This design comes from an exercise in tuning for small area, a short achievable clock period and few clock cycles per item on the open sky130 flow, not from production work.
Only simulation tests tie the RTL to the original design; equivalence was not proved.

==> tundra: inputs <==
==> flow/design.v <==
`default_nettype none
module gf256_to_comp (
    input  wire [7:0] i_x,
    output wire [7:0] o_c
);
    assign o_c[0] = i_x[0] ^ i_x[1] ^ i_x[3];
    assign o_c[1] = i_x[1] ^ i_x[5];
    assign o_c[2] = i_x[1] ^ i_x[3] ^ i_x[4] ^ i_x[7];
    assign o_c[3] = i_x[1] ^ i_x[2] ^ i_x[5];
    assign o_c[4] = i_x[4] ^ i_x[7];
    assign o_c[5] = i_x[1] ^ i_x[3] ^ i_x[4];
    assign o_c[6] = i_x[2] ^ i_x[5] ^ i_x[6];
    assign o_c[7] = i_x[5];
endmodule
module gf256_from_comp (
    input  wire [7:0] i_c,
    output wire [7:0] o_x
);
    assign o_x[0] = i_c[0] ^ i_c[2] ^ i_c[4];
    assign o_x[1] = i_c[1] ^ i_c[7];
    assign o_x[2] = i_c[1] ^ i_c[3];
    assign o_x[3] = i_c[1] ^ i_c[2] ^ i_c[4] ^ i_c[7];
    assign o_x[4] = i_c[2] ^ i_c[4] ^ i_c[5];
    assign o_x[5] = i_c[7];
    assign o_x[6] = i_c[1] ^ i_c[3] ^ i_c[6] ^ i_c[7];
    assign o_x[7] = i_c[2] ^ i_c[5];
endmodule
module gf16_mul (
    input  wire [3:0] i_a,
    input  wire [3:0] i_b,
    output wire [3:0] o_p
);
    logic [6:0] prod;
    always_comb
    begin
        prod = '0;
        for (int mi = 0; mi < 4; mi++)
        begin
            prod = prod ^ ({7{i_b[mi]}} & ({3'b0, i_a} << mi));
        end
        for (int ri = 6; ri >= 4; ri--)
        begin
            prod = prod ^ ({7{prod[ri]}} & (7'h13 << (ri - 4)));
        end
    end
    assign o_p = prod[3:0];
endmodule
module gf256_mul (
    input  wire [7:0] i_a,
    input  wire [7:0] i_b,
    output wire [7:0] o_p
);
    logic [3:0] hh;
    logic [3:0] ll;
    logic [3:0] mm;
    logic [3:0] hl;
    gf16_mul u_hh (.i_a(i_a[7:4]), .i_b(i_b[7:4]), .o_p(hh));
    gf16_mul u_ll (.i_a(i_a[3:0]), .i_b(i_b[3:0]), .o_p(ll));
    gf16_mul u_mm (.i_a(i_a[7:4] ^ i_a[3:0]), .i_b(i_b[7:4] ^ i_b[3:0]), .o_p(mm));
    gf16_mul u_hl (.i_a(hh), .i_b(4'd9), .o_p(hl));
    assign o_p = {mm ^ ll, ll ^ hl};
endmodule
module gf256_dot3 (
    input  wire [7:0] i_c,
    input  wire [7:0] i_a1,
    input  wire [7:0] i_b1,
    input  wire [7:0] i_a2,
    input  wire [7:0] i_b2,
    input  wire [7:0] i_a3,
    input  wire [7:0] i_b3,
    output wire [7:0] o_p
);
    function automatic logic [6:0] clmul4(input logic [3:0] a, input logic [3:0] b);
        logic [6:0] p;
        p = '0;
        for (int mi = 0; mi < 4; mi++)
        begin
            p = p ^ ({7{b[mi]}} & ({3'b0, a} << mi));
        end
        clmul4 = p;
    endfunction
    function automatic logic [3:0] red4(input logic [6:0] p);
        logic [6:0] q;
        q = p;
        for (int ri = 6; ri >= 4; ri--)
        begin
            q = q ^ ({7{q[ri]}} & (7'h13 << (ri - 4)));
        end
        red4 = q[3:0];
    endfunction
    logic [6:0] hh;
    logic [6:0] ll;
    logic [6:0] mm;
    logic [3:0] hh_r;
    logic [3:0] hl;
    assign hh = clmul4(i_a1[7:4], i_b1[7:4]) ^ clmul4(i_a2[7:4], i_b2[7:4]) ^ clmul4(i_a3[7:4], i_b3[7:4]);
    assign ll = clmul4(i_a1[3:0], i_b1[3:0]) ^ clmul4(i_a2[3:0], i_b2[3:0]) ^ clmul4(i_a3[3:0], i_b3[3:0]);
    assign mm = clmul4(i_a1[7:4] ^ i_a1[3:0], i_b1[7:4] ^ i_b1[3:0])
              ^ clmul4(i_a2[7:4] ^ i_a2[3:0], i_b2[7:4] ^ i_b2[3:0])
              ^ clmul4(i_a3[7:4] ^ i_a3[3:0], i_b3[7:4] ^ i_b3[3:0]);
    assign hh_r = red4(hh);
    gf16_mul u_hl (.i_a(hh_r), .i_b(4'd9), .o_p(hl));
    assign o_p = i_c ^ {red4(mm ^ ll), red4(ll) ^ hl};
endmodule
module gf256_inv_pre (
    input  wire [7:0] i_x,
    output wire [3:0] o_a1,
    output wire [3:0] o_s,      
    output wire [3:0] o_d
);
    logic [3:0] a1a0;
    logic [3:0] sq1;
    logic [3:0] sq0;
    logic [3:0] sq1l;
    gf16_mul u_m10 (.i_a(i_x[7:4]), .i_b(i_x[3:0]), .o_p(a1a0));
    gf16_mul u_sq1 (.i_a(i_x[7:4]), .i_b(i_x[7:4]), .o_p(sq1));
    gf16_mul u_sq0 (.i_a(i_x[3:0]), .i_b(i_x[3:0]), .o_p(sq0));
    gf16_mul u_lam (.i_a(sq1), .i_b(4'd9), .o_p(sq1l));
    assign o_a1 = i_x[7:4];
    assign o_s  = i_x[7:4] ^ i_x[3:0];
    assign o_d  = sq1l ^ a1a0 ^ sq0;
endmodule
module gf256_inv_post (
    input  wire [3:0] i_a1,
    input  wire [3:0] i_s,
    input  wire [3:0] i_d,
    output wire [7:0] o_y
);
    localparam logic [63:0] INV16 = 64'h834a5c2f67bde910;
    logic [3:0] dinv;
    assign dinv = INV16[4*i_d +: 4];
    gf16_mul u_r1 (.i_a(i_a1), .i_b(dinv), .o_p(o_y[7:4]));
    gf16_mul u_r0 (.i_a(i_s),  .i_b(dinv), .o_p(o_y[3:0]));
endmodule
`default_nettype wire
`timescale 1ns/100ps
`default_nettype none
module rs_bm_decoder (
    input  wire         i_clock,
    input  wire         i_arst_n,
    input  wire         i_start,
    input  wire  [47:0] i_synd,
    output logic [35:0] o_locator,
    output logic        o_ready
);
    logic       busy_q;
    logic       ready_q;
    logic [2:0] step_q;      
    logic       accept;
    logic       last;
    logic [7:0] q_q [0:5];
    logic [7:0] c_q [1:3];
    logic       xb1_q;
    logic [7:0] xb_q [2:3];
    logic [3:0] ib_a1_q;
    logic [3:0] ib_s_q;
    logic [3:0] ib_d_q;
    logic [7:0] b_inv;
    logic [2:0] len_q;
    logic [7:0] disc;
    logic [7:0] inv_in;
    logic [3:0] inv_a1;
    logic [3:0] inv_s;
    logic [3:0] inv_d;
    logic [7:0] scale;
    logic       take_p4;
    logic [7:0] upd2_in;
    logic [7:0] upd2;
    logic [7:0] upd3;
    logic       len_update;
    logic       s1_zero;
    logic       all_zero;
    logic [7:0] synd_c [0:5];
    logic [7:0] sigma [1:3];
    assign accept  = i_start && !busy_q;
    assign last    = (step_q == 3'd5);
    assign s1_zero = (i_synd[7:0] == 8'h00);
    assign all_zero = (i_synd == 48'h0);
    for (genvar j = 0; j < 6; j++)
    begin : g_in
        gf256_to_comp u_to (.i_x(i_synd[8*j +: 8]), .o_c(synd_c[j]));
    end
    gf256_dot3 u_disc (
        .i_c  (q_q[0]),
        .i_a1 (c_q[1]), .i_b1 (q_q[1]),
        .i_a2 (c_q[2]), .i_b2 (q_q[2]),
        .i_a3 (c_q[3]), .i_b3 (q_q[3]),
        .o_p  (disc)
    );
    assign inv_in = busy_q ? disc : synd_c[0];
    gf256_inv_pre u_inv_pre (.i_x(inv_in), .o_a1(inv_a1), .o_s(inv_s), .o_d(inv_d));
    gf256_inv_post u_inv_post (.i_a1(ib_a1_q), .i_s(ib_s_q), .i_d(ib_d_q), .o_y(b_inv));
    gf256_mul u_scale (.i_a(disc), .i_b(b_inv), .o_p(scale));
    assign take_p4 = busy_q && (step_q == 3'd4) && (len_q == 3'd1);
    assign upd2_in = take_p4 ? q_q[3] : xb_q[2];
    gf256_mul u_upd2 (.i_a(scale), .i_b(upd2_in), .o_p(upd2));
    gf256_mul u_upd3 (.i_a(scale), .i_b(xb_q[3]), .o_p(upd3));
    assign len_update = busy_q && (disc != 8'h00) && ({len_q, 1'b0} <= {1'b0, step_q});
    always_ff @(posedge i_clock or negedge i_arst_n)
    begin
        if (!i_arst_n)
        begin
            busy_q  <= 1'b0;
            ready_q <= 1'b0;
            step_q  <= 3'd0;
        end
        else if (accept)
        begin
            busy_q  <= !all_zero;
            ready_q <= all_zero;
            step_q  <= 3'd1;
        end
        else if (busy_q)
        begin
            step_q <= step_q + 3'd1;
            if (last)
            begin
                busy_q  <= 1'b0;
                ready_q <= 1'b1;
            end
        end
    end
    always_ff @(posedge i_clock)
    begin
        if (accept)
        begin
            q_q[0] <= synd_c[1];
            q_q[1] <= synd_c[0];
            q_q[2] <= synd_c[5];
            q_q[3] <= synd_c[4];
            q_q[4] <= synd_c[3];
            q_q[5] <= synd_c[2];
            c_q[1] <= synd_c[0];
            c_q[2] <= 8'h00;
            c_q[3] <= 8'h00;
            xb1_q   <= !s1_zero;
            xb_q[2] <= {7'b0, s1_zero};
            xb_q[3] <= 8'h00;
            ib_a1_q <= inv_a1;      
            ib_s_q  <= {inv_s[3:1], inv_s[0] | s1_zero};
            ib_d_q  <= {inv_d[3:1], inv_d[0] | s1_zero};
            len_q  <= {2'b0, !s1_zero};
        end
        else
        begin
            q_q[0] <= q_q[5] ^ (take_p4 ? upd2 : 8'h00);
            for (int i = 1; i <= 5; i++)
            begin
                q_q[i] <= q_q[i-1];
            end
            c_q[1] <= c_q[1] ^ (scale & {8{xb1_q}});
            c_q[2] <= c_q[2] ^ (take_p4 ? 8'h00 : upd2);
            c_q[3] <= c_q[3] ^ upd3;
            if (last)
            begin
                xb1_q   <= 1'b0;
                xb_q[2] <= 8'h00;
                xb_q[3] <= 8'h00;
            end
            else if (len_update)
            begin
                xb1_q   <= 1'b1;     
                xb_q[2] <= c_q[1];
                xb_q[3] <= c_q[2];
            end
            else
            begin
                xb1_q   <= 1'b0;     
                xb_q[2] <= {7'b0, xb1_q};
                xb_q[3] <= xb_q[2];
            end
            if (len_update)
            begin
                ib_a1_q <= inv_a1;
                ib_s_q  <= inv_s;
                ib_d_q  <= inv_d;
                len_q  <= step_q + 3'd1 - len_q;
            end
        end
    end
    for (genvar k = 1; k <= 3; k++)
    begin : g_out
        gf256_from_comp u_from (.i_c(c_q[k]), .o_x(sigma[k]));
    end
    assign o_locator = {sigma[3], sigma[2], sigma[1], 8'h01, len_q, (len_q > 3'd3)};
    assign o_ready   = ready_q;
endmodule
`default_nettype wire
==> flow/flow/run.sh <==
#!/bin/bash
# The standard layout (standard.sh) with two changes:
#  - synthesis maps the logic with flow/abc.script in place of ORFS's
#    abc_speed.script; everything else in synthesis (register mapping,
#    flattening, renaming) is synth_recipe.tcl as is;
#  - the port buffers that global placement inserts are sky130_fd_sc_hd__buf_2
#    rather than the cell buffer_ports picks by itself (a delay cell);
#  - after synthesis, flow/upsize_regs.tcl gives the registers with many
#    loads the next drive strength of their own flip-flop type.
set -euo pipefail
work=$(cd "$(dirname "$0")/.." && pwd)
cat > "$work/own_synth.tcl" <<TCL
# Yosys's abc with this flow's script; every other argument as ORFS gives it
proc abc {args} {
  set i [lsearch -exact \$args -script]
  if { \$i >= 0 } { lset args [expr { \$i + 1 }] {$work/flow/abc.script} }
  yosys abc {*}\$args
}
source {$work/synth_recipe.tcl}
TCL
args=(SYNTH_SCRIPT="$work/own_synth.tcl" "BUFFER_PORTS_ARGS=-buffer_cell sky130_fd_sc_hd__buf_2")
bash "$work/standard.sh" "${args[@]}" synth > "$work/flow_make_synth.log" 2>&1
SYNTH_ODB="$work/orfs/results/$FLOW_PLATFORM/rs_bm_decoder/base/1_synth.odb" \
LIB_FILE="$FLOW_HOME/platforms/$FLOW_PLATFORM/lib/sky130_fd_sc_hd__tt_025C_1v80.lib" \
  openroad -no_splash -exit "$work/flow/upsize_regs.tcl" > "$work/upsize_regs.log" 2>&1
bash "$work/standard.sh" "${args[@]}" finish > "$work/flow_make.log" 2>&1
==> flow/flow/abc.script <==
strash
&get -n
&st
&dch
&nf -R 1000
&put
topo
stime -c
buffer -c
upsize -c
dnsize -c
==> flow/flow/upsize_regs.tcl <==
# Give the registers that drive many loads a stronger flip-flop of the same
# kind (drive strength only): C, the multiplier taps Q1..Q3 of the syndromes,
# XB1 and the busy flag.
read_db $::env(SYNTH_ODB)
read_liberty $::env(LIB_FILE)
set n 0
foreach inst [get_cells *] {
  set name [get_property $inst name]
  set m [get_property $inst ref_name]
  if { $m eq "sky130_fd_sc_hd__dfxtp_1" && [regexp {^(c_q|q_q\[[123]\]|xb1_q)} $name] } {
    replace_cell $inst sky130_fd_sc_hd__dfxtp_2
    incr n
  } elseif { $m eq "sky130_fd_sc_hd__dfrtp_1" && [regexp {^busy_q} $name] } {
    replace_cell $inst sky130_fd_sc_hd__dfrtp_2
    incr n
  }
}
puts "upsized $n registers"
write_db $::env(SYNTH_ODB)
==> flow/standard.sh <==
#!/bin/bash
# synth_recipe.tcl (not shown) runs the flow's synth.tcl, then flattens the netlist and writes it again
# the make line also repeats each setting of config.mk as NAME=value (left out here)
make -C /OpenROAD-flow-scripts/flow DESIGN_CONFIG=/design/flow/config.mk WORK_HOME=/design/flow/orfs CLKGATE_MAP_FILE= SYNTH_SCRIPT=/design/flow/synth_recipe.tcl "${@:-finish}"
==> flow/config.mk <==
export PLATFORM = sky130hd
export DESIGN_NAME = rs_bm_decoder
export DESIGN_NICKNAME = rs_bm_decoder
export VERILOG_FILES = /design/flow/design.v
export SDC_FILE = /design/flow/constraint.sdc
export NUM_CORES = 4
export LEC_CHECK = 0
export CAP_MARGIN = 20
export CORE_MARGIN = 2
export CORE_UTILIZATION = 40
export SLEW_MARGIN = 20
==> flow/constraint.sdc <==
create_clock -name core_clock -period 19.0 [get_ports {i_clock}]
set_input_delay 3.8000 -clock core_clock [delete_from_list [all_inputs] [get_ports {i_clock}]]
set_output_delay 3.8000 -clock core_clock [all_outputs]
set_load 0.01 [all_outputs]
==> inputs of nickel, as changes to tundra <==
==> flow/flow/run.sh (replaced) <==
#!/bin/bash
# The standard layout (standard.sh, ORFS at the design's clock and constraints)
# with these changes:
#  - synthesis maps the logic with flow/abc.script in place of ORFS's
#    abc_speed.script; everything else in synthesis (register mapping,
#    flattening, renaming) is synth_recipe.tcl as is, so the registers are the
#    standard synthesis's;
#  - after synthesis, flow/upsize_regs.tcl gives the registers with many
#    loads the next drive strength of their own flip-flop type;
#  - the port buffers that global placement inserts are sky130_fd_sc_hd__buf_1
#    rather than the cell buffer_ports picks by itself (a delay cell);
#  - ORFS's repair_timing steps aim for 13.2 ns of setup slack
#    (SETUP_SLACK_MARGIN), so they also speed up the paths the 19 ns clock
#    leaves slack on.
# Each tool's output goes to a log file in the work folder (flow_make_synth.log,
# upsize_regs.log, flow_make.log; ORFS's own logs under orfs/logs/).
set -euo pipefail
work=$(cd "$(dirname "$0")/.." && pwd)
cat > "$work/own_synth.tcl" <<TCL
# Yosys's abc with this flow's script; every other argument as ORFS gives it
proc abc {args} {
  set i [lsearch -exact \$args -script]
  if { \$i >= 0 } { lset args [expr { \$i + 1 }] {$work/flow/abc.script} }
  yosys abc {*}\$args
}
source {$work/synth_recipe.tcl}
TCL
args=(SYNTH_SCRIPT="$work/own_synth.tcl" SETUP_SLACK_MARGIN=13.2 "BUFFER_PORTS_ARGS=-buffer_cell sky130_fd_sc_hd__buf_1")
bash "$work/standard.sh" "${args[@]}" synth > "$work/flow_make_synth.log" 2>&1
SYNTH_ODB="$work/orfs/results/$FLOW_PLATFORM/rs_bm_decoder/base/1_synth.odb" \
LIB_FILE="$FLOW_HOME/platforms/$FLOW_PLATFORM/lib/sky130_fd_sc_hd__tt_025C_1v80.lib" \
  openroad -no_splash -exit "$work/flow/upsize_regs.tcl" > "$work/upsize_regs.log" 2>&1
bash "$work/standard.sh" "${args[@]}" finish > "$work/flow_make.log" 2>&1
==> flow/flow/abc.script (replaced) <==
strash
&get -n
&st
&dch
&nf -R 1000
&st
&dch
&nf -R 1000
&put
topo
stime -c
buffer -c
upsize -c
dnsize -c
==> flow_metrics.tcl <==
set metrics [dict create \
    regArea_um2 2410 \
    post_synth_most_frequent_cells "323 x xnor2_1, 264 x nand2_1, 186 x nor2_1" \
    synth-xor-area-share 0.418 \
    route.detailed.wl_per_inst_um 17.1 \
    yosysChipArea_um2 10800 \
    buffers 119 \
    use_met1 0.290 \
    yosys-mux-area-fraction 0.0150 \
    outcome "no timing/DRC/antenna violations" \
    reg2reg_slack_ns 13.44 \
    cp_max_fo 5 \
    hp-start "q_q[4][4]" \
]
the above is filed under nickel

==> flow_metrics.tcl <==
set metrics [dict create \
    outcome "no timing/DRC/antenna violations" \
    synth-xor-area-share 0.445 \
    regArea_um2 2400 \
    hp-start "q_q[4][5]" \
    yosys-mux-area-fraction 0.0174 \
    use_met1 0.264 \
    post_synth_most_frequent_cells "359 x xnor2_1, 276 x nand2_1, 150 x nor2_1" \
    buffers 84 \
]
the above is filed under tundra

Testbench counts of tundra, summed over its fixed seeds: cycles 9,223, decodes 1,600.
Testbench counts of nickel, summed over its fixed seeds: cycles 9,223, decodes 1,600.

afterwards: timing with drivers on the ports:
No port has a modelled driver above. Below, the same layouts with a new extraction and two added sets of constraints. Step 1: set_driving_cell puts a clkbuf_16 on i_clock and a buf_2 on each other input, an assumption about the parent block. Step 2 adds t to the input delays and takes it off the output delays; t is the mean of the earliest and latest rising clock arrival at the registers after step 1. Input paths then give back, and output paths get back, about the clock's delay inside the block. Three values: ideal, step 1, step 2; two values: the first two.
run | t (ns) | slack for setup (ns) | clock arrival spread, ns | slew at the worst register clock pin (ns)
tundra | 0.407 | 12.987 / 13.012 / 12.605 | 0.018 / 0.017 | 0.09 / 0.09
nickel | 0.405 | 13.293 / 13.318 / 12.912 | 0.009 / 0.009 | 0.08 / 0.08
After both steps setup and hold are still met in every run listed. For tundra, which loses most, drivers alone change the setup slack by +0.025 ns; drivers and shift together by -0.382 ns.
